This design comes from an exercise in tuning for small area, a short achievable clock period and few clock cycles per item on the open sky130 flow, not from production work.

## run M
==> flow/design.v (excerpt) <==
module qubit_measure (
    input  logic               clk,
    input  logic               rst,
    input  logic               in_valid,
    output logic               in_ready,
    input  logic signed [15:0] in_alpha,
    input  logic signed [15:0] in_beta,
    output logic               out_valid,
    input  logic               out_ready,
    output logic               out_bit,
    output logic [15:0]        out_alpha,
    output logic [15:0]        out_beta,
    output logic               out_err
);
make LEC_CHECK=0 CAP_MARGIN=20 CORE_MARGIN=2 CORE_UTILIZATION=40 SLEW_MARGIN=20 SYNTH_HIERARCHICAL=1 SYNTH_MINIMUM_KEEP_SIZE=0 finish   # period 11.0 ns
run.sh (not shown) runs the stock make flow with config.mk's settings and CLKGATE_MAP_FILE= SYNTH_SCRIPT=/design/flow/synth_recipe.tcl, a recipe that flattens the netlist after the stock synthesis.
For run G, these inputs were changed with respect to run M:
--- a/flow/design.v
+++ b/flow/design.v
@@ -2885,65 +2885,58 @@
         p0_q <= p0_d[30:0];
         t_q <= t_d;
         zt_q <= zs_q;
         xa_q <= xa;
         xb_q <= xb;
         zr_q <= zt_q;
         bg_q <= t_q[31];
         r15_q <= er15_q;
     end
     always_ff @(posedge clk) begin
-        v_q[1] <= acc & ~rst;
+        v_q[1] <= acc;
         v_q[2] <= v_q[1] & ~rst;
         v_q[3] <= v_q[2] & ~rst;
         v_q[4] <= v_q[3] & ~rst;
     end
     logic [47:0] xs;
     assign xs = xa_q + xb_q;
     assign res_bit = bg_q ? r15_q : (~zr_q & ~xs[47]);
     assign res_err = zr_q;
     assign push = v_q[LAT];
     logic [D-1:0] qv_q, qb_q, qe_q;
     logic [D-1:0] sv, sb, se;
-    logic [D+1:0] oc;              
-    logic [D:1]   oc_q, oc_nx;
-    logic         rdy_q, inc, dec;
-    assign acc = in_valid & rdy_q;
-    assign take = qv_q[0] & out_ready;
-    assign inc = acc & ~take;
-    assign dec = take & ~acc;
-    assign oc  = {1'b0, oc_q, 1'b1};
-    always_comb begin
-        for (int i = 1; i <= D; i++)
-            oc_nx[i] = inc ? oc[i-1] : (dec ? oc[i+1] : oc[i]);
-    end
+    logic [2:0] cnt_q, cnt_nx;
+    logic rdy_q;
+    assign acc    = in_valid & rdy_q & ~rst;
+    assign take   = qv_q[0] & out_ready & ~rst;
+    assign cnt_nx = cnt_q + {{(2){1'b0}}, acc} - {{(2){1'b0}}, take};
     always_comb begin
         sv = take ? {1'b0, qv_q[D-1:1]} : qv_q;
         sb = take ? {1'b0, qb_q[D-1:1]} : qb_q;
         se = take ? {1'b0, qe_q[D-1:1]} : qe_q;
         for (int i = D - 1; i >= 0; i--) begin
             if (push && !sv[i] && (i == 0 || sv[i-1])) begin
                 sv[i] = 1'b1;
                 sb[i] = res_bit;
                 se[i] = res_err;
             end
         end
     end
     always_ff @(posedge clk) begin
         if (rst) begin
             qv_q  <= '0;
-            oc_q  <= '0;
+            cnt_q <= '0;
             rdy_q <= 1'b1;
         end else begin
             qv_q  <= sv;
-            oc_q  <= oc_nx;
-            rdy_q <= ~oc_nx[D];
+            cnt_q <= cnt_nx;
+            rdy_q <= (cnt_nx < D);
         end
         qb_q <= sb;
         qe_q <= se;
     end
     assign in_ready  = rdy_q;
     assign out_valid = qv_q[0];
     assign out_bit   = qb_q[0];
     assign out_err   = qe_q[0];
     assign out_alpha = {1'b0, ~qb_q[0], 14'd0};
     assign out_beta  = {1'b0, qb_q[0], 14'd0};
Results
Delta (run G minus run M): global-route usage went up 0.22 points, overall via count from detail_route -223, starting DRC count in detailed routing fell by 221.
Run G reports a lower synthesized cell count than run M does.
Lower ratio of cells with drive above 1 in the final layout goes to run M over run G.
Diff run M -> run G: layout overhead on the synthesized area grew by 0.28 points, number of core rows went down about 1%, post-synthesis share of cell area spent on full adders, half adders and majority gates saw an increase.
On cell area after technology mapping, run M tracks run G almost exactly.
Against run M, run G comes in 390 ps lower on setup slack after layout.
Run G completed end to end with timing, DRC and antenna clean.
Function was not checked in any run of this note: the RTL went through the layout flow alone.

==> separate check: timing with driven ports <==
How much do the figures lean on ideal ports? The routed layouts below were timed once more, with nothing changed but the port constraints. Step 1, drivers: a clkbuf_16 drives clk and a buf_2 each remaining input, both assumed. Step 2 times the ports against the registers' clock, not the clock port: input delays grow and output delays shrink by t, the midpoint of the rising clock arrivals with the driver on. a / b / c = ideal / step 1 / step 2; a / b = the first two.
| run | t (ns) | setup slack, ns | pins driven straight from the clock port |
|---|---|---|---|
| run M | 0.634 | 6.856 / 6.893 / 6.259 | 1 |
| run G | 0.637 | 6.466 / 6.502 / 5.864 | 1 |
After both steps every run listed still meets setup and hold. For run G, which loses most, drivers alone change the setup slack by +0.036 ns; drivers and shift together by -0.602 ns.
